What follows belongs to an exercise in optimizing a design on an open flow for small area and a short achievable clock period; a production flow would make more cautious choices. Function was checked by simulation only, so behaviour that the tests miss may differ from the original. Power figures rest on the tool's default switching activity, not on a simulated workload.

==> flow/design.v <==
module echo_train_gen #(
  parameter int N_ECHO  = 5,
  parameter int DW      = 10,
  parameter int CNT_W   = 16,
  parameter int PERIOD  = 200,
  parameter int NOISE_W = 4
) (
  input  logic                          clk,
  input  logic                          reset,
  input  logic                          start,
  input  logic                          stop,
  input  logic                          mode,
  input  logic                          noise_en,
  input  logic [8*(N_ECHO+1)-1:0]       amp_i,
  input  logic [CNT_W*(N_ECHO+1)-1:0]   delay_i,
  output logic [DW-1:0]                 sum_o,
  output logic [7:0]                    start_o,
  output logic                          busy,
  output logic                          frame_o
);
  localparam int NP = N_ECHO + 1;
  logic             run_q;
  logic             last_q;
  logic             first_q;
  logic [7:0]       cnt_q;
  logic [15:0]      lfsr_q;
  logic [DW-1:0]    sum_q;
  logic [7:0]       st_q;
  logic             frame_q;
  logic [7:0]       amp_q [NP];
  logic [7:0]       pos_q [NP];
  logic [7:0]       sb_q  [NP];
  logic [7:0]       h1_q  [NP];
  logic [7:0]       h2_q  [NP];
  logic             hc_q  [NP];
  logic [10:0]      y1_q, y2_q, y3_q;
  logic [7:0]       p0_q;
  logic go, ld;
  assign go = run_q && !stop;
  assign ld = !run_q || last_q;
  logic [7:0] sb_d [NP];
  for (genvar k = 0; k < NP; k++) begin : g_shape
    logic [7:0] u;
    logic       win;
    logic [7:0] s4;
    assign u = pos_q[k];
    assign win = (u[7:4] == 4'd0 && u[3:0] <= 4'd11) || (u[7:2] == 6'h3F);
    localparam logic [127:0] SHAPE4 = 128'h230e0502050e23477cb9ebffebb97c47;
    assign s4 = SHAPE4[8*u[3:0] +: 8];
    assign sb_d[k] = win ? s4 : 8'd0;
  end
  logic [7:0] h1_d [NP];
  logic [7:0] h2_d [NP];
  logic       hc_d [NP];
  for (genvar k = 0; k < NP; k++) begin : g_mul
    etg_mul u_mul (.a(amp_q[k]), .s(sb_q[k]), .h1(h1_d[k]), .h2(h2_d[k]), .hc(hc_d[k]));
  end
  logic [10:0] y1_d, y2_d, y3_d;
  etg_sum u_sum (
    .h1({h1_q[5], h1_q[4], h1_q[3], h1_q[2], h1_q[1], h1_q[0]}),
    .h2({h2_q[5], h2_q[4], h2_q[3], h2_q[2], h2_q[1], h2_q[0]}),
    .hc({hc_q[5], hc_q[4], hc_q[3], hc_q[2], hc_q[1], hc_q[0]}),
    .y1(y1_d), .y2(y2_d), .y3(y3_d));
  logic       v0   [NP];
  logic       z0_q [NP];  
  for (genvar k = 0; k < NP; k++) begin : g_early
    assign v0[k] = z0_q[k] && amp_q[k][7];
  end
  logic [7:0] sb_in [NP];    
  logic [1:0] h1_in [NP];    
  logic       h2_in [NP];
  logic       hc_in [NP];
  logic       z0_in [NP];
  logic [7:0] pos_in [NP];
  always_comb begin
    for (int k = 0; k < NP; k++) begin
      logic [7:0]  a;
      logic [15:0] d;
      logic        hz, d0, d1, d2;
      logic [8:0]  lo5;
      a  = amp_i[8*k +: 8];
      d  = delay_i[CNT_W*k +: CNT_W];
      hz = d[15:2] == 14'd0;
      d0 = hz && d[1:0] == 2'd0;
      d1 = hz && d[1:0] == 2'd1;
      d2 = hz && d[1:0] == 2'd2;
      lo5 = {1'b0, a[5:0], 2'b00} + {1'b0, a};
      z0_in[k]  = d0;
      sb_in[k]  = d0 ? 8'd14 : d1 ? 8'd5 : d2 ? 8'd2 : 8'd0;
      h1_in[k]  = d0 ? a[7:6] : 2'd0;
      h2_in[k]  = d1 && a[7];
      hc_in[k]  = d0 && lo5[8];
      pos_in[k] = (d[15:8] != 8'd0 || d[7:0] >= 8'(PERIOD)) ? 8'd13 : ~d[7:0];
    end
  end
  logic [2:0] x0;
  logic [4:0] x0n;
  logic s1, c1, s2, c2, s3, c3, s4, c4;
  assign s1 = v0[0] ^ v0[1] ^ v0[2];
  assign c1 = (v0[0] & v0[1]) | (v0[2] & (v0[0] ^ v0[1]));
  assign s2 = v0[3] ^ v0[4] ^ v0[5];
  assign c2 = (v0[3] & v0[4]) | (v0[5] & (v0[3] ^ v0[4]));
  assign s3 = s1 ^ s2 ^ lfsr_q[0];
  assign c3 = (s1 & s2) | (lfsr_q[0] & (s1 ^ s2));
  assign s4 = c1 ^ c2 ^ lfsr_q[1];
  assign c4 = (c1 & c2) | (lfsr_q[1] & (c1 ^ c2));
  assign x0  = {1'b0, c1, s1} + {1'b0, c2, s2};
  assign x0n = {1'b0, lfsr_q[3:2], s4, s3} + {1'b0, c4, c3, 1'b0};
  logic [10:0]   xs, xns;
  logic [DW-1:0] xsat, xnsat;
  assign xs    = y1_q + y2_q + y3_q;
  assign xns   = y1_q + y2_q + y3_q + 11'(lfsr_q[3:0]);
  assign xsat  = first_q ? 10'(x0)  : xs[10]  ? 10'd1023 : xs[9:0];
  assign xnsat = first_q ? 10'(x0n) : xns[10] ? 10'd1023 : xns[9:0];
  always_ff @(posedge clk or posedge reset) begin
    if (reset) begin
      run_q   <= 1'b0;
      lfsr_q  <= 16'hACE1;
      sum_q   <= '0;
      st_q    <= '0;
      frame_q <= 1'b0;
    end else begin
      run_q   <= run_q ? !(stop || (last_q && !mode)) : (start && !stop);
      if (run_q) lfsr_q <= {lfsr_q[0] ^ lfsr_q[2] ^ lfsr_q[3] ^ lfsr_q[5], lfsr_q[15:1]};
      sum_q   <= go ? (noise_en ? xnsat : xsat) : 10'd0;
      st_q    <= go ? (first_q ? {7'd0, v0[0]} : p0_q) : 8'd0;
      frame_q <= go && last_q;
    end
  end
  always_ff @(posedge clk) begin
    cnt_q   <= ld ? 8'd0 : cnt_q + 8'd1;
    last_q  <= run_q && cnt_q == 8'(PERIOD - 2);
    first_q <= ld;
    for (int k = 0; k < NP; k++) begin
      if (ld) begin
        amp_q[k] <= amp_i[8*k +: 8];
        z0_q[k]  <= z0_in[k];
        pos_q[k] <= pos_in[k];
        sb_q[k]  <= sb_in[k];
        h1_q[k]  <= {6'd0, h1_in[k]};
        h2_q[k]  <= {7'd0, h2_in[k]};
        hc_q[k]  <= hc_in[k];
      end else begin
        pos_q[k] <= pos_q[k] + 8'd1;
        sb_q[k]  <= sb_d[k];
        h1_q[k]  <= h1_d[k];
        h2_q[k]  <= h2_d[k];
        hc_q[k]  <= hc_d[k];
      end
    end
    y1_q <= y1_d;
    y2_q <= y2_d;
    y3_q <= y3_d;
    p0_q <= h1_q[0] + h2_q[0] + {7'd0, hc_q[0]};
  end
  assign sum_o   = sum_q;
  assign start_o = st_q;
  assign frame_o = frame_q;
  assign busy    = run_q;
endmodule
module etg_mul (input logic [7:0] a, input logic [7:0] s, output logic [7:0] h1, output logic [7:0] h2, output logic hc);
  logic t1, t2, t3, t4, t5, t6, t7, t8, t9, t10, t11, t12, t13, t14, t15, t16;
  logic t17, t18, t19, t20, t21, t22, t23, t24, t25, t26, t27, t28, t29, t30, t31, t32;
  logic t33, t34, t35, t36, t37, t38, t39, t40, t41, t42, t43, t44, t45, t46, t47, t48;
  logic t49, t50, t51, t52, t53, t54, t55, t56, t57, t58, t59, t60, t61, t62, t63, t64;
  logic t65, t66, t67, t68, t69, t70, t71, t72, t73, t74, t75, t76, t77, t78, t79, t80;
  logic t81, t82, t83, t84;
  assign t1 = (a[0] & s[6]) ^ (a[1] & s[5]);
  assign t2 = (a[0] & s[6]) & (a[1] & s[5]);
  assign t3 = (a[0] & s[7]) ^ (a[1] & s[6]) ^ (a[2] & s[5]);
  assign t4 = ((a[0] & s[7]) & (a[1] & s[6])) | ((a[2] & s[5]) & ((a[0] & s[7]) ^ (a[1] & s[6])));
  assign t5 = (a[3] & s[4]) ^ (a[4] & s[3]);
  assign t6 = (a[3] & s[4]) & (a[4] & s[3]);
  assign t7 = (a[1] & s[7]) ^ (a[2] & s[6]) ^ (a[3] & s[5]);
  assign t8 = ((a[1] & s[7]) & (a[2] & s[6])) | ((a[3] & s[5]) & ((a[1] & s[7]) ^ (a[2] & s[6])));
  assign t9 = (a[4] & s[4]) ^ (a[5] & s[3]);
  assign t10 = (a[4] & s[4]) & (a[5] & s[3]);
  assign t11 = (a[2] & s[7]) ^ (a[3] & s[6]) ^ (a[4] & s[5]);
  assign t12 = ((a[2] & s[7]) & (a[3] & s[6])) | ((a[4] & s[5]) & ((a[2] & s[7]) ^ (a[3] & s[6])));
  assign t13 = (a[0] & s[4]) ^ (a[1] & s[3]);
  assign t14 = (a[0] & s[4]) & (a[1] & s[3]);
  assign t15 = (a[0] & s[5]) ^ (a[1] & s[4]) ^ (a[2] & s[3]);
  assign t16 = ((a[0] & s[5]) & (a[1] & s[4])) | ((a[2] & s[3]) & ((a[0] & s[5]) ^ (a[1] & s[4])));
  assign t17 = (a[3] & s[2]) ^ (a[4] & s[1]);
  assign t18 = (a[3] & s[2]) & (a[4] & s[1]);
  assign t19 = t1 ^ (a[2] & s[4]) ^ (a[3] & s[3]);
  assign t20 = (t1 & (a[2] & s[4])) | ((a[3] & s[3]) & (t1 ^ (a[2] & s[4])));
  assign t21 = (a[4] & s[2]) ^ (a[5] & s[1]) ^ (a[6] & s[0]);
  assign t22 = ((a[4] & s[2]) & (a[5] & s[1])) | ((a[6] & s[0]) & ((a[4] & s[2]) ^ (a[5] & s[1])));
  assign t23 = t2 ^ t3 ^ t5;
  assign t24 = (t2 & t3) | (t5 & (t2 ^ t3));
  assign t25 = (a[5] & s[2]) ^ (a[6] & s[1]) ^ (a[7] & s[0]);
  assign t26 = ((a[5] & s[2]) & (a[6] & s[1])) | ((a[7] & s[0]) & ((a[5] & s[2]) ^ (a[6] & s[1])));
  assign t27 = t4 ^ t6 ^ t7;
  assign t28 = (t4 & t6) | (t7 & (t4 ^ t6));
  assign t29 = t9 ^ (a[6] & s[2]) ^ (a[7] & s[1]);
  assign t30 = (t9 & (a[6] & s[2])) | ((a[7] & s[1]) & (t9 ^ (a[6] & s[2])));
  assign t31 = t8 ^ t10 ^ t11;
  assign t32 = (t8 & t10) | (t11 & (t8 ^ t10));
  assign t33 = (a[5] & s[4]) ^ (a[6] & s[3]) ^ (a[7] & s[2]);
  assign t34 = ((a[5] & s[4]) & (a[6] & s[3])) | ((a[7] & s[2]) & ((a[5] & s[4]) ^ (a[6] & s[3])));
  assign t35 = t12 ^ (a[3] & s[7]) ^ (a[4] & s[6]);
  assign t36 = (t12 & (a[3] & s[7])) | ((a[4] & s[6]) & (t12 ^ (a[3] & s[7])));
  assign t37 = (a[5] & s[5]) ^ (a[6] & s[4]) ^ (a[7] & s[3]);
  assign t38 = ((a[5] & s[5]) & (a[6] & s[4])) | ((a[7] & s[3]) & ((a[5] & s[5]) ^ (a[6] & s[4])));
  assign t39 = (a[4] & s[7]) ^ (a[5] & s[6]) ^ (a[6] & s[5]);
  assign t40 = ((a[4] & s[7]) & (a[5] & s[6])) | ((a[6] & s[5]) & ((a[4] & s[7]) ^ (a[5] & s[6])));
  assign t41 = (a[0] & s[3]) ^ (a[1] & s[2]);
  assign t42 = (a[0] & s[3]) & (a[1] & s[2]);
  assign t43 = t13 ^ (a[2] & s[2]) ^ (a[3] & s[1]);
  assign t44 = (t13 & (a[2] & s[2])) | ((a[3] & s[1]) & (t13 ^ (a[2] & s[2])));
  assign t45 = t14 ^ t15 ^ t17;
  assign t46 = (t14 & t15) | (t17 & (t14 ^ t15));
  assign t47 = t16 ^ t18 ^ t19;
  assign t48 = (t16 & t18) | (t19 & (t16 ^ t18));
  assign t49 = t20 ^ t22 ^ t23;
  assign t50 = (t20 & t22) | (t23 & (t20 ^ t22));
  assign t51 = t24 ^ t26 ^ t27;
  assign t52 = (t24 & t26) | (t27 & (t24 ^ t26));
  assign t53 = t28 ^ t30 ^ t31;
  assign t54 = (t28 & t30) | (t31 & (t28 ^ t30));
  assign t55 = t32 ^ t34 ^ t35;
  assign t56 = (t32 & t34) | (t35 & (t32 ^ t34));
  assign t57 = t36 ^ t38 ^ t39;
  assign t58 = (t36 & t38) | (t39 & (t36 ^ t38));
  assign t59 = t40 ^ (a[5] & s[7]) ^ (a[6] & s[6]);
  assign t60 = (t40 & (a[5] & s[7])) | ((a[6] & s[6]) & (t40 ^ (a[5] & s[7])));
  assign t61 = (a[0] & s[2]) ^ (a[1] & s[1]);
  assign t62 = (a[0] & s[2]) & (a[1] & s[1]);
  assign t63 = t41 ^ (a[2] & s[1]) ^ (a[3] & s[0]);
  assign t64 = (t41 & (a[2] & s[1])) | ((a[3] & s[0]) & (t41 ^ (a[2] & s[1])));
  assign t65 = t42 ^ t43 ^ (a[4] & s[0]);
  assign t66 = (t42 & t43) | ((a[4] & s[0]) & (t42 ^ t43));
  assign t67 = t44 ^ t45 ^ (a[5] & s[0]);
  assign t68 = (t44 & t45) | ((a[5] & s[0]) & (t44 ^ t45));
  assign t69 = t46 ^ t47 ^ t21;
  assign t70 = (t46 & t47) | (t21 & (t46 ^ t47));
  assign t71 = t48 ^ t49 ^ t25;
  assign t72 = (t48 & t49) | (t25 & (t48 ^ t49));
  assign t73 = t50 ^ t51 ^ t29;
  assign t74 = (t50 & t51) | (t29 & (t50 ^ t51));
  assign t75 = t52 ^ t53 ^ t33;
  assign t76 = (t52 & t53) | (t33 & (t52 ^ t53));
  assign t77 = t54 ^ t55 ^ t37;
  assign t78 = (t54 & t55) | (t37 & (t54 ^ t55));
  assign t79 = t56 ^ t57 ^ (a[7] & s[4]);
  assign t80 = (t56 & t57) | ((a[7] & s[4]) & (t56 ^ t57));
  assign t81 = t58 ^ t59 ^ (a[7] & s[5]);
  assign t82 = (t58 & t59) | ((a[7] & s[5]) & (t58 ^ t59));
  assign t83 = t60 ^ (a[6] & s[7]) ^ (a[7] & s[6]);
  assign t84 = (t60 & (a[6] & s[7])) | ((a[7] & s[6]) & (t60 ^ (a[6] & s[7])));
  logic [15:0] r1;
  assign r1 = {1'b0, t84, t82, t80, t78, t76, t74, t72, t70, t68, t66, t64, t62, t61, (a[0] & s[1]), (a[0] & s[0])};
  logic [15:0] r2;
  assign r2 = {1'b0, (a[7] & s[7]), t83, t81, t79, t77, t75, t73, t71, t69, t67, t65, t63, (a[2] & s[0]), (a[1] & s[0]), 1'b0};
  logic [8:0] lo;
  assign lo = {1'b0, r1[7:0]} + {1'b0, r2[7:0]};
  assign hc = lo[8];
  assign h1 = r1[15:8];
  assign h2 = r2[15:8];
endmodule
module etg_sum (input logic [47:0] h1, input logic [47:0] h2, input logic [5:0] hc, output logic [10:0] y1, output logic [10:0] y2, output logic [10:0] y3);
  logic t1, t2, t3, t4, t5, t6, t7, t8, t9, t10, t11, t12, t13, t14, t15, t16;
  logic t17, t18, t19, t20, t21, t22, t23, t24, t25, t26, t27, t28, t29, t30, t31, t32;
  logic t33, t34, t35, t36, t37, t38, t39, t40, t41, t42, t43, t44, t45, t46, t47, t48;
  logic t49, t50, t51, t52, t53, t54, t55, t56, t57, t58, t59, t60, t61, t62, t63, t64;
  logic t65, t66, t67, t68, t69, t70, t71, t72, t73, t74, t75, t76, t77, t78, t79, t80;
  logic t81, t82, t83, t84, t85, t86, t87, t88, t89, t90, t91, t92, t93, t94, t95, t96;
  logic t97, t98, t99, t100, t101, t102, t103, t104, t105, t106, t107, t108, t109, t110, t111, t112;
  logic t113, t114, t115, t116, t117, t118, t119, t120, t121, t122, t123, t124, t125, t126, t127, t128;
  logic t129, t130, t131, t132, t133, t134, t135, t136, t137, t138, t139, t140, t141, t142, t143, t144;
  logic t145, t146, t147, t148, t149, t150, t151, t152, t153, t154, t155, t156, t157, t158, t159, t160;
  logic t161, t162, t163, t164, t165, t166, t167, t168;
  assign t1 = h1[0] ^ h2[0] ^ hc[0];
  assign t2 = (h1[0] & h2[0]) | (hc[0] & (h1[0] ^ h2[0]));
  assign t3 = h1[8] ^ h2[8] ^ hc[1];
  assign t4 = (h1[8] & h2[8]) | (hc[1] & (h1[8] ^ h2[8]));
  assign t5 = h1[16] ^ h2[16];
  assign t6 = h1[16] & h2[16];
  assign t7 = h1[1] ^ h2[1] ^ h1[9];
  assign t8 = (h1[1] & h2[1]) | (h1[9] & (h1[1] ^ h2[1]));
  assign t9 = t1 ^ t3 ^ t5;
  assign t10 = (t1 & t3) | (t5 & (t1 ^ t3));
  assign t11 = hc[2] ^ h1[24] ^ h2[24];
  assign t12 = (hc[2] & h1[24]) | (h2[24] & (hc[2] ^ h1[24]));
  assign t13 = t2 ^ t4 ^ t6;
  assign t14 = (t2 & t4) | (t6 & (t2 ^ t4));
  assign t15 = t7 ^ h2[9] ^ h1[17];
  assign t16 = (t7 & h2[9]) | (h1[17] & (t7 ^ h2[9]));
  assign t17 = h2[17] ^ h1[25] ^ h2[25];
  assign t18 = (h2[17] & h1[25]) | (h2[25] & (h2[17] ^ h1[25]));
  assign t19 = t8 ^ h1[2] ^ h2[2];
  assign t20 = (t8 & h1[2]) | (h2[2] & (t8 ^ h1[2]));
  assign t21 = h1[10] ^ h2[10] ^ h1[18];
  assign t22 = (h1[10] & h2[10]) | (h1[18] & (h1[10] ^ h2[10]));
  assign t23 = h2[18] ^ h1[26] ^ h2[26];
  assign t24 = (h2[18] & h1[26]) | (h2[26] & (h2[18] ^ h1[26]));
  assign t25 = h1[34] ^ h2[34];
  assign t26 = h1[34] & h2[34];
  assign t27 = h1[3] ^ h2[3] ^ h1[11];
  assign t28 = (h1[3] & h2[3]) | (h1[11] & (h1[3] ^ h2[3]));
  assign t29 = h2[11] ^ h1[19] ^ h2[19];
  assign t30 = (h2[11] & h1[19]) | (h2[19] & (h2[11] ^ h1[19]));
  assign t31 = h1[27] ^ h2[27] ^ h1[35];
  assign t32 = (h1[27] & h2[27]) | (h1[35] & (h1[27] ^ h2[27]));
  assign t33 = h2[35] ^ h1[43];
  assign t34 = h2[35] & h1[43];
  assign t35 = h1[4] ^ h2[4] ^ h1[12];
  assign t36 = (h1[4] & h2[4]) | (h1[12] & (h1[4] ^ h2[4]));
  assign t37 = h2[12] ^ h1[20] ^ h2[20];
  assign t38 = (h2[12] & h1[20]) | (h2[20] & (h2[12] ^ h1[20]));
  assign t39 = h1[28] ^ h2[28] ^ h1[36];
  assign t40 = (h1[28] & h2[28]) | (h1[36] & (h1[28] ^ h2[28]));
  assign t41 = h2[36] ^ h1[44];
  assign t42 = h2[36] & h1[44];
  assign t43 = h1[5] ^ h2[5] ^ h1[13];
  assign t44 = (h1[5] & h2[5]) | (h1[13] & (h1[5] ^ h2[5]));
  assign t45 = h2[13] ^ h1[21] ^ h2[21];
  assign t46 = (h2[13] & h1[21]) | (h2[21] & (h2[13] ^ h1[21]));
  assign t47 = h1[29] ^ h2[29] ^ h1[37];
  assign t48 = (h1[29] & h2[29]) | (h1[37] & (h1[29] ^ h2[29]));
  assign t49 = h2[37] ^ h1[45];
  assign t50 = h2[37] & h1[45];
  assign t51 = h1[6] ^ h2[6] ^ h1[14];
  assign t52 = (h1[6] & h2[6]) | (h1[14] & (h1[6] ^ h2[6]));
  assign t53 = h2[14] ^ h1[22] ^ h2[22];
  assign t54 = (h2[14] & h1[22]) | (h2[22] & (h2[14] ^ h1[22]));
  assign t55 = h1[30] ^ h2[30] ^ h1[38];
  assign t56 = (h1[30] & h2[30]) | (h1[38] & (h1[30] ^ h2[30]));
  assign t57 = h2[38] ^ h1[46];
  assign t58 = h2[38] & h1[46];
  assign t59 = h1[7] ^ h2[7] ^ h1[15];
  assign t60 = (h1[7] & h2[7]) | (h1[15] & (h1[7] ^ h2[7]));
  assign t61 = h2[15] ^ h1[23] ^ h2[23];
  assign t62 = (h2[15] & h1[23]) | (h2[23] & (h2[15] ^ h1[23]));
  assign t63 = h1[31] ^ h2[31] ^ h1[39];
  assign t64 = (h1[31] & h2[31]) | (h1[39] & (h1[31] ^ h2[31]));
  assign t65 = h2[39] ^ h1[47];
  assign t66 = h2[39] & h1[47];
  assign t67 = t9 ^ t11 ^ hc[3];
  assign t68 = (t9 & t11) | (hc[3] & (t9 ^ t11));
  assign t69 = h1[32] ^ h2[32];
  assign t70 = h1[32] & h2[32];
  assign t71 = t10 ^ t12 ^ t13;
  assign t72 = (t10 & t12) | (t13 & (t10 ^ t12));
  assign t73 = t15 ^ t17 ^ h1[33];
  assign t74 = (t15 & t17) | (h1[33] & (t15 ^ t17));
  assign t75 = h2[33] ^ h1[41];
  assign t76 = h2[33] & h1[41];
  assign t77 = t14 ^ t16 ^ t18;
  assign t78 = (t14 & t16) | (t18 & (t14 ^ t16));
  assign t79 = t19 ^ t21 ^ t23;
  assign t80 = (t19 & t21) | (t23 & (t19 ^ t21));
  assign t81 = t25 ^ h1[42] ^ h2[42];
  assign t82 = (t25 & h1[42]) | (h2[42] & (t25 ^ h1[42]));
  assign t83 = t20 ^ t22 ^ t24;
  assign t84 = (t20 & t22) | (t24 & (t20 ^ t22));
  assign t85 = t26 ^ t27 ^ t29;
  assign t86 = (t26 & t27) | (t29 & (t26 ^ t27));
  assign t87 = t31 ^ t33 ^ h2[43];
  assign t88 = (t31 & t33) | (h2[43] & (t31 ^ t33));
  assign t89 = t28 ^ t30 ^ t32;
  assign t90 = (t28 & t30) | (t32 & (t28 ^ t30));
  assign t91 = t34 ^ t35 ^ t37;
  assign t92 = (t34 & t35) | (t37 & (t34 ^ t35));
  assign t93 = t39 ^ t41 ^ h2[44];
  assign t94 = (t39 & t41) | (h2[44] & (t39 ^ t41));
  assign t95 = t36 ^ t38 ^ t40;
  assign t96 = (t36 & t38) | (t40 & (t36 ^ t38));
  assign t97 = t42 ^ t43 ^ t45;
  assign t98 = (t42 & t43) | (t45 & (t42 ^ t43));
  assign t99 = t47 ^ t49 ^ h2[45];
  assign t100 = (t47 & t49) | (h2[45] & (t47 ^ t49));
  assign t101 = t44 ^ t46 ^ t48;
  assign t102 = (t44 & t46) | (t48 & (t44 ^ t46));
  assign t103 = t50 ^ t51 ^ t53;
  assign t104 = (t50 & t51) | (t53 & (t50 ^ t51));
  assign t105 = t55 ^ t57 ^ h2[46];
  assign t106 = (t55 & t57) | (h2[46] & (t55 ^ t57));
  assign t107 = t52 ^ t54 ^ t56;
  assign t108 = (t52 & t54) | (t56 & (t52 ^ t54));
  assign t109 = t58 ^ t59 ^ t61;
  assign t110 = (t58 & t59) | (t61 & (t58 ^ t59));
  assign t111 = t63 ^ t65 ^ h2[47];
  assign t112 = (t63 & t65) | (h2[47] & (t63 ^ t65));
  assign t113 = t60 ^ t62;
  assign t114 = t60 & t62;
  assign t115 = t67 ^ t69 ^ hc[4];
  assign t116 = (t67 & t69) | (hc[4] & (t67 ^ t69));
  assign t117 = t68 ^ t70 ^ t71;
  assign t118 = (t68 & t70) | (t71 & (t68 ^ t70));
  assign t119 = t73 ^ t75;
  assign t120 = t73 & t75;
  assign t121 = t72 ^ t74 ^ t76;
  assign t122 = (t72 & t74) | (t76 & (t72 ^ t74));
  assign t123 = t77 ^ t79 ^ t81;
  assign t124 = (t77 & t79) | (t81 & (t77 ^ t79));
  assign t125 = t78 ^ t80 ^ t82;
  assign t126 = (t78 & t80) | (t82 & (t78 ^ t80));
  assign t127 = t83 ^ t85 ^ t87;
  assign t128 = (t83 & t85) | (t87 & (t83 ^ t85));
  assign t129 = t84 ^ t86 ^ t88;
  assign t130 = (t84 & t86) | (t88 & (t84 ^ t86));
  assign t131 = t89 ^ t91 ^ t93;
  assign t132 = (t89 & t91) | (t93 & (t89 ^ t91));
  assign t133 = t90 ^ t92 ^ t94;
  assign t134 = (t90 & t92) | (t94 & (t90 ^ t92));
  assign t135 = t95 ^ t97 ^ t99;
  assign t136 = (t95 & t97) | (t99 & (t95 ^ t97));
  assign t137 = t96 ^ t98 ^ t100;
  assign t138 = (t96 & t98) | (t100 & (t96 ^ t98));
  assign t139 = t101 ^ t103 ^ t105;
  assign t140 = (t101 & t103) | (t105 & (t101 ^ t103));
  assign t141 = t102 ^ t104 ^ t106;
  assign t142 = (t102 & t104) | (t106 & (t102 ^ t104));
  assign t143 = t107 ^ t109 ^ t111;
  assign t144 = (t107 & t109) | (t111 & (t107 ^ t109));
  assign t145 = t108 ^ t110 ^ t112;
  assign t146 = (t108 & t110) | (t112 & (t108 ^ t110));
  assign t147 = t113 ^ t64 ^ t66;
  assign t148 = (t113 & t64) | (t66 & (t113 ^ t64));
  assign t149 = t115 ^ h1[40];
  assign t150 = t115 & h1[40];
  assign t151 = t116 ^ t117 ^ t119;
  assign t152 = (t116 & t117) | (t119 & (t116 ^ t117));
  assign t153 = t118 ^ t120 ^ t121;
  assign t154 = (t118 & t120) | (t121 & (t118 ^ t120));
  assign t155 = t122 ^ t124 ^ t125;
  assign t156 = (t122 & t124) | (t125 & (t122 ^ t124));
  assign t157 = t126 ^ t128 ^ t129;
  assign t158 = (t126 & t128) | (t129 & (t126 ^ t128));
  assign t159 = t130 ^ t132 ^ t133;
  assign t160 = (t130 & t132) | (t133 & (t130 ^ t132));
  assign t161 = t134 ^ t136 ^ t137;
  assign t162 = (t134 & t136) | (t137 & (t134 ^ t136));
  assign t163 = t138 ^ t140 ^ t141;
  assign t164 = (t138 & t140) | (t141 & (t138 ^ t140));
  assign t165 = t142 ^ t144 ^ t145;
  assign t166 = (t142 & t144) | (t145 & (t142 ^ t144));
  assign t167 = t146 ^ t148;
  assign t168 = t146 & t148;
  logic [10:0] r1;
  assign r1 = {t168, t166, t164, t162, t160, t158, t156, t154, t152, t150, t149};
  logic [10:0] r2;
  assign r2 = {1'b0, t167, t165, t163, t161, t159, t157, t155, t153, t151, h2[40]};
  logic [10:0] r3;
  assign r3 = {1'b0, t114, t147, t143, t139, t135, t131, t127, t123, h2[41], hc[5]};
  assign y1 = r1;
  assign y2 = r2;
  assign y3 = r3;
endmodule
==> flow/flow/run.sh <==
#!/bin/bash
set -euo pipefail
MARGIN=${MARGIN:-7.5}
PORTBUF=${PORTBUF:-sky130_fd_sc_hd__buf_1}
sed -e "s/SETUP_SLACK_MARGIN=[0-9.]*/SETUP_SLACK_MARGIN=$MARGIN/" \
    -e "s/\"\${@:-finish}\"/BUFFER_PORTS_ARGS='-buffer_cell $PORTBUF' \"\${@:-finish}\"/" \
    standard.sh > standard_flow.sh
bash standard_flow.sh > standard.log 2>&1
==> flow/standard.sh <==
#!/bin/bash
# synth_recipe.tcl (not shown) runs the flow's synth.tcl, then flattens the netlist and writes it again
# the make line also repeats each setting of config.mk as NAME=value (left out here)
make -C /OpenROAD-flow-scripts/flow DESIGN_CONFIG=/design/flow/config.mk WORK_HOME=/design/flow/orfs CLKGATE_MAP_FILE= SYNTH_SCRIPT=/design/flow/synth_recipe.tcl "${@:-finish}"
==> flow/config.mk <==
export PLATFORM = sky130hd
export DESIGN_NAME = echo_train_gen
export DESIGN_NICKNAME = echo_train_gen
export VERILOG_FILES = /design/flow/design.v
export SDC_FILE = /design/flow/constraint.sdc
export NUM_CORES = 4
export LEC_CHECK = 0
export CAP_MARGIN = 20
export CORE_MARGIN = 2
export CORE_UTILIZATION = 40
export SETUP_SLACK_MARGIN = 5
export SLEW_MARGIN = 20
==> flow/constraint.sdc <==
create_clock -name core_clock -period 10.5 [get_ports {clk}]
set_input_delay 2.1000 -clock core_clock [delete_from_list [all_inputs] [get_ports {clk}]]
set_output_delay 2.1000 -clock core_clock [all_outputs]
set_load 0.01 [all_outputs]
==> results of run 1 <==
## synth_stat cells, drive strengths merged, types with 12 or more instances
cell type,instances,share of area [%]
a211oi,14,0.50
a21oi,51,1.1
a22oi,17,0.54
a31o,12,0.45
a31oi,14,0.44
and2,283,7.5
clkbuf,38,0.61
dfrtp,28,3.0
dfxtp,231,20
edfxtp,54,6.9
fa,290,25
ha,174,9.3
inv,342,5.5
mux2,14,0.67
nand2,191,3.1
nand2b,26,0.69
nand3,40,0.85
nor2,97,1.6
nor2b,12,0.32
nor3,26,0.55
nor4,17,0.45
o21ai,78,1.7
o22ai,22,0.59
or3,24,0.64
xnor2,35,1.4
xor2,22,0.90
## layout make-up
class,instances,area (um2)
clock buffer,52,1130
timing repair buffer,249,1370
multi-input combinational,1599,15800
tap,765,957
fill,5348,30000
sequential,321,7170
inverter,344,1290
clock inverter,18,204
## layer usage
metal / GRT usage, % / wire length [um] / vias to the layer above
li1: - / - / 8007
met1: 23.5 / 23300 / 8318
met2: 31.6 / 26900 / 281
met3: 2.71 / 2000 / 76
met4: 5.21 / 1290 / 0
met5: 0 / 0 / -
## cell families after synthesis
| group | count (synthesis) | share of synthesized area [%] |
|---|---|---|
| AND/OR/NAND/NOR | 756 | 16.9 |
| XOR/XNOR | 57 | 2.29 |
| adder cells (fa/ha/maj) | 464 | 34.0 |
| multiplexers | 24 | 1.42 |
| buffers and inverters | 393 | 6.38 |
| flip-flops | 321 | 30.5 |
| AO/OA/AOI/OAI | 298 | 8.54 |
## what timing repair did
action                     CTS  global route
buffers inserted            50            25
gates resized for setup    103           135
setup endpoints to repair  143           125
pin swaps                   63            70
## placed cells by master (no fill, tap or decap), drive strengths merged, types with 17 or more instances in the layout
cell / instances
inv: 349
fa: 290
and2: 283
buf: 233
dfxtp: 231
nand2: 191
ha: 174
nor2: 97
o21ai: 78
clkbuf: 68
edfxtp: 54
a21oi: 51
nand3: 40
xnor2: 35
dfrtp: 28
nand2b: 26
nor3: 26
or3: 24
o22ai: 22
xor2: 22
a22oi: 17
nor4: 17
## through the flow
step	power, mW	hold WS (ns)
2_1_floorplan	1.67	0.310
3_3_place_gp	1.79	0.315
3_5_place_dp	1.80	0.316
4_1_cts	3.24	0.330
5_1_grt	3.37	0.342
6_report	3.22	0.327
## power breakdown
| part | switching (mW) | total, mW | internal, mW |
|---|---|---|---|
| registers | 0.0860 | 1.42 | 1.33 |
| logic | 0.222 | 0.417 | 0.195 |
| clock network | 0.550 | 1.39 | 0.838 |
## flip-flops by register name, indices dropped and copies added, names as in the netlist
name,count
h1_q,42
lfsr_q,16
cnt_q,8
sb_q,48
h2_q,42
y2_q,9
first_q,1
z0_q,6
sum_q,10
p0_q,8
y1_q,10
last_q,1
amp_q,48
pos_q,48
y3_q,8
st_q,8
frame_q,1
hc_q,6
run_q,1
## final timing paths
check,to,startpoint,slack [ns]
max in group asynchronous,run_q,reset,8.52
min,y3_q[1],h2_q[5][1],0.33
max,hc_q[5],amp_q[5][0],7.09
min in group asynchronous,st_q[3],reset,1.60
max reg2reg,hc_q[5],amp_q[5][0],7.09
min reg2reg,y3_q[1],h2_q[5][1],0.33
==> impl_results.md, run 1 <==
- Longest Clk Path Bufs: 3
- Slowest Stage Delay on Critical Path: 0.53 ns
- Buffer and inverter count on the worst path: 2
- Starting Density: 40.6%
- Worst slack, placed: 6.55 ns
- Detailed Place HPWL: 40900 um
- WL final: 53500 um
- FF+latch count, synth: 321
- Cell Area, Synth: 23500 um2
- DR vias: 16700
- Clock Latency Late Sink: 0.57 ns
- Post-Syn Instances: 2313
- Final worst-path cycle share: 32.5%
- Worst slew pin tran: 0.865 ns
- Layout Cells excl Fill: 3348
- Power Dens Cells: 115 nW/um2
- Final Max Slew Viols: 0
- Hold Path Class: reg -> reg
- Routed vias/inst: 4.98
- Post-synth net total: 2927
- # hold bufs at CTS: 0
- Setup crit start kind: flip-flop
- Synth cell types: 78
- CTS tree: yes
- YS warnings: 34
- Hold Path Stages: 0
- First-pass DRT Iterations: 5
- Critical-path top delay cell: fa_1
- Remaining DRCs: 0
- Number of DRC markers in iteration 0: 741
- Final Hold Fails: 0
- Avg Cell Area, Syn: 10.2 um2
- Synthesis-to-layout area growth: 19.1%
- Vias in the first global route: 17600
- Final core utilization: 48.3%
- Layout Nets: 3167
- Clock-pin slew on the worst setup and hold paths: 0.06 ns
- Reg2Reg Depth: 10
- Largest net degree at the start of global routing: 77
- Max Fclk: 0.293 GHz
- Post-synth EDFFs: 54
- Diodes inserted: 0
- Ys flop type: dfxtp_1
- Die X-Extent: 246 um
- RSZ-0062 raised after global routing: true
- Antenna-violating nets left: 0
- Die area: 60700 um2
- Critical Path Stages: 10
- Async set or reset register ratio after synthesis: 11.2%
- Critical path data arrival time: 3.83 ns
- FP Rows: 88
- Congestion Overflow GR: 0
- Critical path, cell by cell: and2_1 > fa_1 > inv_1 > fa_1 > fa_1 > inv_1 > fa_1 > ha_1 > a21oi_2 > o22ai_1
- H-Tree Depth: 2
- Slew HR: 42.4%
- Cts bufs inserted: 38
- Inst Count DP: 3203
- Most common cell on crit path: fa_1
- Crit Path Max Fanout: 3
- Routed WL per cell: 16.0 um
- Buffers added on ports: 169
- Core region area: 57900 um2
- CP Capture Type: flip-flop
- Share of cells above drive strength 1: 16.3%
- Worst VDD drop: 0.105 mV
- Max-Cap Viols: 0
- Final Skew: 0.0257 ns
- Final WS setup: 7.09 ns
- Ports: 170
- First-pass GRT wire length: 89300 um
- Post-Route Setup TNS: 0 ns
- Final min period: 3.41 ns
- Cell class contributing the biggest share of worst-path delay: adder cells
- CTS Sinks: 321
- Crit path kind: reg -> reg
- Final setup fails: 0
- GP Congestion: 0.852
- Outcome: complete, no violations
- Placement-stage cell area: 25300 um2
- Chip Height: 246 um
- Leakage: 12.3 nW
- Root buffer cell: clkbuf_16
- Seq/Total Area, Yosys: 30.5%
- Required @ worst endpoint: 10.92 ns
- Initial antenna violation count: 0
- GRT Util Overall: 18.2%
- Final Cell Area: 28000 um2
==> run 2, diff against run 1 <==
--- a/flow/flow/run.sh
+++ b/flow/flow/run.sh
@@ -1,5 +1,5 @@
 #!/bin/bash
 set -euo pipefail
-MARGIN=${MARGIN:-7.5}
+MARGIN=${MARGIN:-7}
 PORTBUF=${PORTBUF:-sky130_fd_sc_hd__buf_1}
 sed -e "s/SETUP_SLACK_MARGIN=[0-9.]*/SETUP_SLACK_MARGIN=$MARGIN/" \
==> impl_results.md, run 2 <==
- Outcome: complete, no violations
- Ports: 170
- Critical path data arrival time: 3.83 ns
- Most frequent cells in the layout: 341 x inv_1, 289 x fa_1, 272 x and2_1, 230 x dfxtp_1, 190 x nand2_1
- CP Capture Type: flip-flop
- Root buffer cell: clkbuf_16
- Final Hold Fails: 0
- Total power: 3.10 mW
- Required @ worst endpoint: 10.91 ns
- Clock share of power: 42.5%
- Busiest grt layer: met2
- Die area: 60700 um2
- GRT Util Overall: 17.5%
- Post-synth top area share: 24.7%
- Final Cell Area: 26600 um2
- Synth cell types: 78
- First-pass DRT Iterations: 4
- Synth cell count leaders: 342 x inv_1, 290 x fa_1, 283 x and2_1
- Max Fclk: 0.292 GHz
- Post-synth net total: 2927
- Congestion Overflow GR: 0
- Slew HR: 39.7%
- Largest regs: amp_q x48, pos_q x48, sb_q x48
- Post-synth EDFFs: 54
- Final Max Slew Viols: 0
- Final worst-path cycle share: 32.6%
- Core region area: 57900 um2
- Avg Cell Area, Syn: 10.2 um2
- # hold bufs at CTS: 0
- Crit Path Max Fanout: 7
- Clock Latency Late Sink: 0.57 ns
- WL final: 51700 um
- Most frequent cell after synthesis: inv_1
- Chip Height: 246 um
- Largest cells by area after synthesis: fa_1 25%, dfxtp_1 20%, ha_1 9.3%
- DR vias: 16300
- Clock-pin slew on the worst setup and hold paths: 0.06 ns
- Gate power share: 11.7%
- FF+latch count, synth: 321
- Worst slew pin tran: 0.905 ns
- Register area: 7160 um2
- Share of cells above drive strength 1: 7.27%
- Multi-input gate area: 15100 um2
- FP Rows: 88
- Synth area leader: fa_1
- Grt met2 use: 30.0%
- YS warnings: 34
- Synthesis-to-layout area growth: 13.1%
- CTS tree: yes
- Detailed Place HPWL: 40400 um
- Post-Route Setup TNS: 0 ns
- Routing usage on met1: 22.9%
- Ys flop type: dfxtp_1
- CTS Sinks: 321
- First-pass GRT wire length: 85700 um
- Final setup fails: 0
- Die X-Extent: 246 um
- Cell Area, Synth: 23500 um2
- Setup crit start kind: flip-flop
- Antenna-violating nets left: 0
- Buffers added on ports: 169
- Sequential fraction of design power: 45.8%
- Initial antenna violation count: 0
- NetSw: 817 uW
- Longest Clk Path Bufs: 3
- Max-Cap Viols: 0
- Seq/Total Area, Yosys: 30.5%
- Placement-stage cell area: 25000 um2
- Crit path kind: reg -> reg
- Diodes inserted: 0
- Async set or reset register ratio after synthesis: 11.2%
- Vias in the first global route: 17200
- Largest net degree at the start of global routing: 77
- FILL cells: 5495
- RSZ-0062 raised after global routing: true
- Hold Path Class: reg -> reg
- Cts bufs inserted: 39
- Post-Syn Instances: 2313
- Routed WL per cell: 15.7 um
- Layout Nets: 3113
- Most common cell after layout, fill and taps aside: inv_1
- Power Dens Cells: 117 nW/um2
- Final min period: 3.42 ns
- Switch share: 26.4%
- Remaining DRCs: 0
- Leakage: 11.8 nW
- Final core utilization: 45.8%
- Number of DRC markers in iteration 0: 760
- Routed vias/inst: 4.96
- P_int: 2.28 mW
- Starting Density: 40.6%
- Worst VDD drop: 0.0926 mV
- Met3 Usage GRT: 2.81%
- Final Skew: 0.0276 ns
- H-Tree Depth: 2
- GP Congestion: 0.869
==> run 2: layer usage <==
layer  wire, um  share of wire (%)  up-vias
met2      25300                 49      279
met4       1050                2.0        0
li1           -                  -     7881
met1      23300                 45     8113
met5          0                  0        -
met3       2000                3.9       71
==> run 2: logic make-up (layout without fill, tap and decap cells) <==
family / after synthesis / count (layout) / synth area share (%)
and+or+nand+nor: 756 / 756 / 16.9
adders and majority gates: 464 / 464 / 34.0
buffers and inverters: 393 / 610 / 6.38
DFF: 321 / 321 / 30.5
AOI/OAI and AO/OA: 298 / 298 / 8.54
xor gates and xnor gates: 57 / 57 / 2.29
muxes: 24 / 24 / 1.42
==> run 2: power groups by stage <==
stage               sequential, mW  clock [mW]  combinational (mW)
global placement              1.45           0               0.328
CTS                           1.42        1.35               0.352
global route                  1.43        1.41               0.410
finish                        1.42        1.32               0.362
floorplan                     1.40           0               0.256
detailed placement            1.45           0               0.338
==> run 2: timing repair <==
| item | CTS | global route |
|---|---|---|
| buffers inserted | 8 | 13 |
| endpoints found under the hold margin | 0 | 0 |
| pin swaps | 3 | 24 |
| resized for setup | 13 | 29 |
| endpoints found under the setup margin | 11 | 15 |
==> run 2: final cells by class <==
cell class / instances / area share (%)
clock buffer: 53 / 4.10
clock inverter: 19 / 0.641
inverter: 344 / 4.88
multi-input combinational: 1599 / 56.7
sequential: 321 / 27.0
tap: 765 / 3.60
timing repair buffer: 194 / 3.11
==> run 2: worst max-delay path, cell delays in order (launching register included) <==
cell,delay [ns]
edfxtp_1,0.49
and2_4,0.22
fa_1,0.53
inv_1,0.05
fa_1,0.48
fa_1,0.50
inv_1,0.05
fa_1,0.47
ha_1,0.29
a21oi_2,0.12
o22ai_1,0.08
==> run 2: worst paths after layout <==
path                            depth (start not counted)  slack [ns]   startpoint  endpoint
worst max-delay path                                   10        7.08  amp_q[0][0]   hc_q[0]
worst min-delay path                                    0        0.34   h2_q[5][1]   y3_q[1]
worst max register to register                         10        7.08  amp_q[0][0]   hc_q[0]
worst min register to register                          0        0.34   h2_q[5][1]   y3_q[1]
max in group asynchronous                               3        8.52        reset     run_q
min in group asynchronous                               3        1.61        reset   st_q[2]
==> run 2: stage by stage <==
step	std cells	worst slack, ns	hold slack, ns
2_1_floorplan	2313	6.78	0.310
3_3_place_gp	3202	6.60	0.329
3_5_place_dp	3202	6.57	0.329
4_1_cts	3282	7.01	0.342
5_1_grt	3295	6.97	0.348
6_report	3295	7.08	0.336
==> run 3, diff against run 2 <==
--- a/flow/config.mk
+++ b/flow/config.mk
@@ -8,5 +8,5 @@
 export CAP_MARGIN = 20
 export CORE_MARGIN = 2
-export CORE_UTILIZATION = 40
+export CORE_UTILIZATION = 60
 export SETUP_SLACK_MARGIN = 5
 export SLEW_MARGIN = 20
==> impl_results.md, run 3 <==
- Outcome: complete, no violations
- Root buffer cell: clkbuf_16
- Final Max Slew Viols: 0
- Routed WL per cell: 16.7 um
- Final WS setup: 7.07 ns
- Cts bufs inserted: 37
- Sequential fraction of design power: 45.7%
- Largest cells by area after synthesis: fa_1 25%, dfxtp_1 20%, ha_1 9.3%
- P_int: 2.28 mW
- Final min period: 3.43 ns
- Cell Area, Synth: 23500 um2
- YS warnings: 34
- Final setup fails: 0
- Hold Path Stages: 0
- Inst Count DP: 2955
- Crit path kind: reg -> reg
- Crit Path Max Fanout: 7
- Initial antenna violation count: 1
- DR vias: 16600
- Post-synth net total: 2927
- Worst slew pin tran: 0.919 ns
- Clock share of power: 42.5%
- Switch share: 26.7%
- Required @ worst endpoint: 10.91 ns
- Chip Height: 202 um
- Die X-Extent: 202 um
- # hold bufs at CTS: 0
- Worst VDD drop: 0.113 mV
- FF-to-FF End: hc_q[5]
- Min-Delay Endpoint: y3_q[1]
- Synthesis-to-layout area growth: 11.8%
- GP Congestion: 0.895
- CP Capture Type: flip-flop
- Largest regs: amp_q x48, pos_q x48, sb_q x48
- Synth cell types: 78
- Setup crit start kind: flip-flop
- Synth cell count leaders: 342 x inv_1, 290 x fa_1, 283 x and2_1
- Slew HR: 38.7%
- First-pass DRT Iterations: 5
- Layout Cells excl Fill: 3047
- Critical path data arrival time: 3.84 ns
- NetSw: 832 uW
- Antenna-violating nets left: 0
- Number of DRC markers in iteration 0: 797
- FILL cells: 3086
- Worst hold start: h2_q[5][1]
- Simple-gate share of the synthesized area: 16.9%
- Most frequent cell after synthesis: inv_1
- FF-to-FF setup slack: 7.07 ns
- Leakage: 11.8 nW
- Worst r2r src: amp_q[5][0]
- Ports: 170
- Starting Density: 60.8%
- Most common cell after layout, fill and taps aside: inv_1
- Core region area: 38600 um2
- Seq/Total Area, Yosys: 30.5%
- Congestion Overflow GR: 0
- Buffers added on ports: 169
- CTS Sinks: 321
- Mux contribution to synthesized area: 1.42%
- Hold Path Class: reg -> reg
- First-pass GRT wire length: 86900 um
- Largest family of logic cells by synthesized area: adder cells
- Worst slack, placed: 6.56 ns
- CTS tree: yes
- Reg2Reg Depth: 10
- Die area: 40700 um2
- Post-synth EDFFs: 54
- Remaining DRCs: 0
- Compound-cell area share of the yosys netlist: 8.54%
- Power Dens Cells: 118 nW/um2
- Post-Route Setup TNS: 0 ns
- FF+latch count, synth: 321
- Post-synth top area share: 24.7%
- Final worst-path cycle share: 32.7%
- Post-synthesis xor/xnor area fraction: 2.29%
- Detailed Place HPWL: 38900 um
- Gate power share: 11.8%
- Post-Syn Instances: 2313
- WL final: 51000 um
- FP Rows: 72
- Final Cell Area: 26300 um2
- Placement-stage cell area: 24700 um2
- Ys flop type: dfxtp_1
- Avg Cell Area, Syn: 10.2 um2
- Most frequent cells in the layout: 337 x inv_1, 289 x fa_1, 272 x and2_1, 227 x dfxtp_1, 190 x nand2_1
- GRT Util Overall: 26.4%
- Final Skew: 0.0262 ns
- Max Fclk: 0.292 GHz
- Layout Nets: 3115
- Clock Latency Late Sink: 0.57 ns
- Diodes inserted: 0
- Final Hold Fails: 0
- RSZ-0062 raised after global routing: true
- Share of cells above drive strength 1: 7.63%
- Final hold slack: 0.331 ns
- H-Tree Depth: 2
- Routed vias/inst: 5.45
- Async set or reset register ratio after synthesis: 11.2%
- Vias in the first global route: 17500
- Post-Synth Adder-Cell Area: 34.0%
- Max-Cap Viols: 0
- Clock-pin slew on the worst setup and hold paths: 0.06 ns
- Synth area leader: fa_1
- Largest net degree at the start of global routing: 108
- Longest Clk Path Bufs: 3
## run 3: cell counts after synthesis
Identical to the previous run, type by type.
## run 3: power groups by stage
stage | Clock, mW | Combinational, mW | Sequential [mW]
2_1_floorplan | 0 | 0.256 | 1.40
3_3_place_gp | 0 | 0.326 | 1.45
3_5_place_dp | 0 | 0.338 | 1.45
4_1_cts | 1.36 | 0.356 | 1.42
5_1_grt | 1.40 | 0.416 | 1.43
6_report | 1.32 | 0.367 | 1.42
## run 3: cell type report
type	count	area (um2)	share of cell area, %
clock buffers	51	1070	4.08
well taps	518	648	2.47
clock inverters	16	190	0.724
repair buffers	198	856	3.26
multi-input cells	1599	15000	57.3
inverters	344	1300	4.93
flip-flops and latches	321	7170	27.3
## run 3: critical path: stages (launching register included)
cell and delay (ns):
edfxtp_1 0.50, and2_4 0.20, fa_1 0.53, inv_1 0.05, fa_1 0.46, fa_1 0.52
inv_2 0.04, fa_1 0.45, ha_1 0.32, a21oi_2 0.12, o22ai_1 0.09
## run 3: per-stage QoR
step	power, mW	utilization, %
2_1_floorplan	1.66	-
3_3_place_gp	1.77	63.8
3_5_place_dp	1.79	63.8
4_1_cts	3.14	67.4
5_1_grt	3.25	68.0
6_report	3.11	68.0
## run 3: how the worst max path moves through the flow
| stage | from | end | slack, ns | cells past startpoint |
|---|---|---|---|---|
| 2_1_floorplan | delay_i[84] | h1_q[5][0] | 6.78 | 6 |
| 3_3_place_gp | delay_i[84] | h1_q[5][1] | 6.60 | 8 |
| 3_5_place_dp | delay_i[84] | h1_q[5][1] | 6.56 | 8 |
| 4_1_cts | amp_q[3][1] | hc_q[3] | 7.01 | 10 |
| 5_1_grt | amp_q[5][0] | hc_q[5] | 6.95 | 10 |
| 6_report | amp_q[5][0] | hc_q[5] | 7.07 | 10 |
## run 3: kinds of logic (layout without fill, tap and decap cells)
logic type               after synthesis  count (layout)
multiplexers                          24              24
flip-flops                           321             321
AO/OA/AOI/OAI                        298             298
buffers and inverters                393             609
adder cells (fa/ha/maj)              464             464
XOR/XNOR                              57              57
AND/OR/NAND/NOR                      756             756
## run 3: layer usage
layer,vias up,track usage [%],part of all wire (%)
met5,-,0,0
met4,0,8.98,2.7
met3,84,3.35,4.2
met2,347,44.2,48
met1,8274,35.9,45
li1,7889,-,-
## run 3: timing repair
action	in CTS	in global routing
pin swaps	3	36
resized for setup	13	37
endpoints found under the setup margin	12	15
endpoints found under the hold margin	0	0
setup buffers	10	15

-- re-timing with driven ports --
The results above use ideal ports. As a check the final layouts listed here were re-extracted and re-timed, cells and wires unchanged. Step 1: set_driving_cell puts a clkbuf_16 on clk and a buf_2 on each other input, an assumption about the parent block. Step 2, shift: input delay + t, output delay - t, t = (earliest + latest rising clock arrival at the registers) / 2. This alone moves slack from input paths to output paths. Three values: ideal ports, drivers, drivers and shift; two values: the first two.
| run | t (ns) | setup slack, ns | worst setup path at the end |
|---|---|---|---|
| run 1 | 0.609 | 7.091 / 7.091 / 6.601 | input to register |
| run 2 | 0.613 | 7.077 / 7.046 / 6.567 | input to register |
| run 3 | 0.613 | 7.070 / 7.042 / 6.545 | input to register |
After both steps every run listed still meets setup and hold. For run 3, which loses most, drivers alone change the setup slack by -0.028 ns; drivers and shift together by -0.525 ns.
